This design comes from an exercise in tuning for small area and a short achievable clock period on the open sky130 flow, not from production work. Function was not checked in any run shown here: the RTL went through the layout flow alone.

## flow/design.v (module list and top-level ports; edited modules follow where they fit)
// module ex_top: 3401 lines
// module ex_ao21: 3 lines
// module ex_fa: 4 lines
// module ex_ha: 4 lines
// module ex_aoi21: 3 lines
// module ex_oai21: 3 lines
// module ex_nand2: 3 lines
// module ex_nor2: 3 lines
// module ex_inv: 3 lines
module ex_top (
    input  logic               clk,
    input  logic               reset,
    input  logic               in_valid,
    input  logic [4:0]         operator,
    input  logic [31:0]        operand1,
    input  logic [31:0]        operand2,
    input  logic [4:0]         dest_addr,
    input  logic               dest_write,
    output logic               out_valid,
    output logic [4:0]         write_addr,
    output logic               write_enable,
    output logic [31:0]        write_data
);
  // ...
==> flow/flow/run.sh <==
#!/bin/bash
# Layout flow: the standard flow (standard.sh), with the port buffers
# inserted as sky130_fd_sc_hd__buf_2 cells instead of the default delay-buffer
# cells. Every tool's output goes to flow_run.log; ORFS keeps its per-step logs
# under orfs/logs.
set -euo pipefail
export BUFFER_PORTS_ARGS="-buffer_cell sky130_fd_sc_hd__buf_2"
bash standard.sh finish > flow_run.log 2>&1
==> flow/standard.sh <==
#!/bin/bash
# synth_recipe.tcl (not shown) runs the flow's synth.tcl, then flattens the netlist and writes it again
# the make line also repeats each setting of config.mk as NAME=value (left out here)
make -C /OpenROAD-flow-scripts/flow DESIGN_CONFIG=/design/flow/config.mk WORK_HOME=/design/flow/orfs CLKGATE_MAP_FILE= SYNTH_SCRIPT=/design/flow/synth_recipe.tcl "${@:-finish}"
==> flow/config.mk <==
export PLATFORM = sky130hd
export DESIGN_NAME = ex_top
export DESIGN_NICKNAME = ex_top
export VERILOG_FILES = /design/flow/design.v
export SDC_FILE = /design/flow/constraint.sdc
export NUM_CORES = 4
export LEC_CHECK = 0
export ABC_AREA = 1
export CAP_MARGIN = 20
export CORE_MARGIN = 2
export CORE_UTILIZATION = 40
export SETUP_SLACK_MARGIN = 4.5
export SLEW_MARGIN = 20
export SYNTH_HIERARCHICAL = 1
==> flow/constraint.sdc <==
create_clock -name core_clock -period 14.0 [get_ports {clk}]
set_input_delay 2.8000 -clock core_clock [delete_from_list [all_inputs] [get_ports {clk}]]
set_output_delay 2.8000 -clock core_clock [all_outputs]
set_load 0.01 [all_outputs]
==> results.sh, run 1 <==
export IMPL_routedWlPerCell_um=32.1
export IMPL_grt_max_degree=59
export IMPL_reg2reg_from="hi[1]$_DFF_P_"
export IMPL_synth_fa_ha_area_frac=0.339
export IMPL_top_layer_used="met5"
export IMPL_reg_largest_list="hi: 32 flops, lo: 32 flops, write_data: 32 flops"
export IMPL_hold_buffers=0
export IMPL_cp_endpoint="hi[25]$_DFF_P_"
export IMPL_clk_latency_ns=0.38
export IMPL_area_growth_synth_to_final_pct=6.23
export IMPL_grt_pass1_wl_mm=242
export IMPL_place_area_mm2=0.0353
export IMPL_synth_seq_area_share=0.0611
export IMPL_first_iter_violations=4631
export IMPL_synth_nets=4975
export IMPL_post_route_period_util=0.673
export IMPL_drive_above_1_share=0.120
export IMPL_num_nonclk_inverters=320
export IMPL_dieArea_mm2=0.0868
export IMPL_multi_input_area_share=0.818
export IMPL_finClkSkew_ns=0.0169
export IMPL_post_synth_top_area_cell="fa_1"
export IMPL_grt_use_met1=0.498
export IMPL_globalRouteOverflowTotal=0
export IMPL_hpwl_mm=124
export IMPL_core_area_mm2=0.0837
export IMPL_grt_pass1_vias=34069
export IMPL_viasPerCell=6.56
export IMPL_synth_top_family_by_area="adder cells"
export IMPL_status="no timing/DRC/antenna violations"
export IMPL_met2_usage=0.566
export IMPL_r2r_end="write_data[1]$_DFF_P_"
export IMPL_synthMuxAreaShare=0.000889
export IMPL_numPortBuffers=116
export IMPL_crit_path_start="operand1[9]"
export IMPL_regArea_mm2=0.00206
export IMPL_dp_cells=5264
export IMPL_clockBufferCount=10
export IMPL_hold_depth=2
export IMPL_r2r_cells=8
export IMPL_design_area_mm2=0.0359
export IMPL_crit_fanout=26
export IMPL_fin_ws_ns=4.58
==> run 2, diff against run 1 <==
--- a/flow/flow/run.sh
+++ b/flow/flow/run.sh
@@ -6,3 +6,4 @@
 set -euo pipefail
 export BUFFER_PORTS_ARGS="-buffer_cell sky130_fd_sc_hd__buf_2"
+export SETUP_SLACK_MARGIN=5.25
 bash standard.sh finish > flow_run.log 2>&1
--- a/flow/config.mk
+++ b/flow/config.mk
@@ -10,5 +10,4 @@
 export CORE_MARGIN = 2
 export CORE_UTILIZATION = 40
-export SETUP_SLACK_MARGIN = 4.5
 export SLEW_MARGIN = 20
 export SYNTH_HIERARCHICAL = 1
==> run 2 against run 1 <==
  * Area after synthesis did not move
  * Register-to-register slack improved by 0.03 ns
  * Wire length rose by 2.2%
==> results.sh, run 2 <==
export IMPL_hold_buffers=0
export IMPL_finClkSkew_ns=0.0180
export IMPL_routedWlPerCell_um=32.4
export IMPL_yosys_most_used_dff="dfxtp_1"
export IMPL_yosysMostFrequentCell="nand2_1"
export IMPL_r2r_cells=8
export IMPL_crit_fanout=26
export IMPL_place_area_mm2=0.0353
export IMPL_chipHeight_um=295
export IMPL_worst_pin_slew_ns=1.01
export IMPL_synth_seq_area_share=0.0611
export IMPL_cts_tree="built"
export IMPL_hold_depth=2
export IMPL_reg_largest_list="hi: 32 flops, lo: 32 flops, write_data: 32 flops"
export IMPL_first_iter_violations=4960
export IMPL_grt_pass1_vias=34322
export IMPL_nets=4921
export IMPL_worst_hold_slack_ns=0.485
export IMPL_drtAntennaViolNets=0
export IMPL_layout_min_cycle_time_ns=8.70
export IMPL_core_area_mm2=0.0837
export IMPL_die_w_um=295
export IMPL_ctsLongestPathBuffers=2
export IMPL_rsz0062_at_grt="yes"
export IMPL_numPortBuffers=116
export IMPL_synthSimpleGateAreaFrac=0.109
export IMPL_max_slew_margin=0.330
export IMPL_worstSetupStartpointType="input pin"
export IMPL_final_hold_viol_count=0
export IMPL_viasPerCell=6.63
export IMPL_synth_xor_area_frac=0.162
export IMPL_synth_async_reset_ratio=0
export IMPL_first_pass_iters=8
export IMPL_clk_latency_ns=0.38
export IMPL_grtUsageTotal=0.389
export IMPL_row_count=106
export IMPL_ys_seq_elements=103
export IMPL_post_synth_top_area_cell="fa_1"
export IMPL_synth_top_family_by_area="adder cells"
export IMPL_globalRouteOverflowTotal=0
export IMPL_grt_pass1_wl_mm=245
export IMPL_synth_area_mm2=0.0338
export IMPL_initial_core_util=0.404
export IMPL_drive_above_1_share=0.168
export IMPL_slew_viol_final=0
export IMPL_critPathCaptureType="register"
export IMPL_cts_made_buffers=9
export IMPL_dieArea_mm2=0.0868
export IMPL_synth_nets=4975
export IMPL_synth_cell_types=53
export IMPL_place_congestion=1.06
export IMPL_hp_class="register to register"
export IMPL_finalSetupViolations=0
export IMPL_synth_avg_cell_area_um2=7.92
export IMPL_area_growth_synth_to_final_pct=12.0
export IMPL_fillCellCount=8333
export IMPL_layout_common_cells="631 x nand2_1, 591 x xor2_1, 506 x o22ai_1"
export IMPL_ys_warn_count=7
export IMPL_cts_max_level=3
export IMPL_cts_root_buf="clkbuf_16"
export IMPL_layout_commonest_cell="nand2_1"
export IMPL_vias=35468
export IMPL_antennaDiodeCount=0
export IMPL_synthTopCellsByArea="fa_1 28%, xor2_1 15%, o22ai_1 9.4%"
export IMPL_synthMuxAreaShare=0.000889
export IMPL_cp_required_ns=14.23
export IMPL_design_area_mm2=0.0378
export IMPL_io_pins=117
export IMPL_synth_fa_ha_area_frac=0.339
export IMPL_status="no timing/DRC/antenna violations"
export IMPL_drc=0
export IMPL_synth_compound_area_frac=0.251
export IMPL_synth_cells=4263
export IMPL_clk_pin_slew_worst_paths_ns=0.09
export IMPL_synth_edf_count=0
export IMPL_post_route_period_util=0.621
export IMPL_cts_sinks=103
export IMPL_path_class="input pin to register"
export IMPL_hpwl_mm=124
export IMPL_totalWireLength_mm=173
export IMPL_antenna_found_initial=5
export IMPL_max_freq_mhz=115
export IMPL_tns_ns=0
export IMPL_yosysTopAreaCellShare=0.278
export IMPL_grt_max_degree=59
export IMPL_cp_arrival_ns=8.92
export IMPL_maxCapViolCount=0
export IMPL_synth_commonest_cells="651 x nand2_1, 594 x xor2_1, 508 x o22ai_1"
run 2: per-module statistics from Yosys (local to each module, per instance):
module | copies in the design | cells inside | flops+latches
ex_fa | 469 | 1 | 0
ex_aoi21 | 165 | 1 | 0
ex_oai21 | 144 | 1 | 0
ex_nand2 | 144 | 1 | 0
ex_ao21 | 32 | 3 | 0
ex_nor2 | 104 | 1 | 0
ex_inv | 16 | 1 | 0
ex_top | 1 | 2989 | 103
ex_ha | 136 | 1 | 0
run 2: final cells by class:
cell class	instances	area, µm²	area share
clock buffers	10	229	0.00605
clock inverters	5	42.5	0.00112
inverters	320	1290	0.0340
multi-input cells	3486	30200	0.799
flip-flops and latches	103	2060	0.0545
well taps	1134	1420	0.0375
repair buffers	289	2550	0.0675
run 2: repair_timing:
item | CTS | global route
gates cloned | 3 | 5
pin swaps | 10 | 37
setup endpoints to repair | 68 | 58
resized for setup | 183 | 209
buffers inserted | 24 | 36
run 2: stage by stage:
stage	setup WS, ns	instances	util
floorplan	5.45	4263	-
global placement	3.75	5264	0.421
detailed placement	3.73	5264	0.421
CTS	5.25	5306	0.437
global route	5.13	5347	0.452
finish	5.30	5347	0.452
run 2: metal layers:
layer / track usage / vias to the layer above / wire length [µm]
li1: - / 14550 / -
met1: 0.502 / 17351 / 65200
met2: 0.566 / 2842 / 72400
met3: 0.106 / 717 / 21900
met4: 0.260 / 8 / 13800
met5: 0 / - / 63
run 2: cells by family (layout without fill, tap and decap cells):
kind of cell / after synthesis / after routing
fa+ha+maj: 634 / 634
compound gates: 1282 / 1282
xor+xnor: 625 / 625
buf+inv: 674 / 624
simple gates: 942 / 942
mux: 3 / 3
flops: 103 / 103
run 2: final timing paths:
path | start | endpoint | slack, ns
worst max-delay path | operand1[13] | hi[22]$_DFF_P_ | 5.30
worst min-delay path | lo[25]$_DFF_P_ | lo[25]$_DFF_P_ | 0.48
worst max register to register | hi[1]$_DFF_P_ | write_data[1]$_DFF_P_ | 12.21
worst min register to register | lo[25]$_DFF_P_ | lo[25]$_DFF_P_ | 0.48
run 2: worst max-delay path: stages:
cell        delay, ns
buf_2            0.10
buf_8            0.24
clkinvlp_4       0.25
o21ai_4          0.24
buf_12           0.24
o22ai_1          0.11
xor2_1           0.20
fa_1             0.49
fa_1             0.57
fa_1             0.43
fa_1             0.40
fa_1             0.41
fa_1             0.62
ha_4             0.28
a21oi_4          0.24
o21ai_1          0.18
a21oi_2          0.23
o21ai_1          0.17
a21oi_2          0.13
o21ai_1          0.08
xnor2_1          0.29
o221ai_1         0.15

## what the ideal ports hide
How much do the figures lean on ideal ports? The routed layouts below were timed once more, with nothing changed but the port constraints.
Step 1 sets driving cells, clkbuf_16 on the clock port and buf_2 on the other inputs (assumed; they add their load-dependent delay and slew).
Step 2 adds t to the input delays and takes it off the output delays; t is the mean of the earliest and latest rising clock arrival at the registers after step 1. Input paths then give back, and output paths get back, about the clock's delay inside the block.
a / b / c = no drivers / after step 1 / after step 2; a / b = the first two.
run	t, ns	setup slack, ns	worst setup path after step 2	cell pins on the clock port's net
run 1	0.406	4.580 / 4.592 / 4.186	input to register	1
run 2	0.405	5.302 / 5.320 / 4.914	input to register	1
After both steps every run listed still meets setup and hold. The setup slack of run 1, which loses most, moves by +0.012 ns with the drivers and by -0.394 ns with both steps.
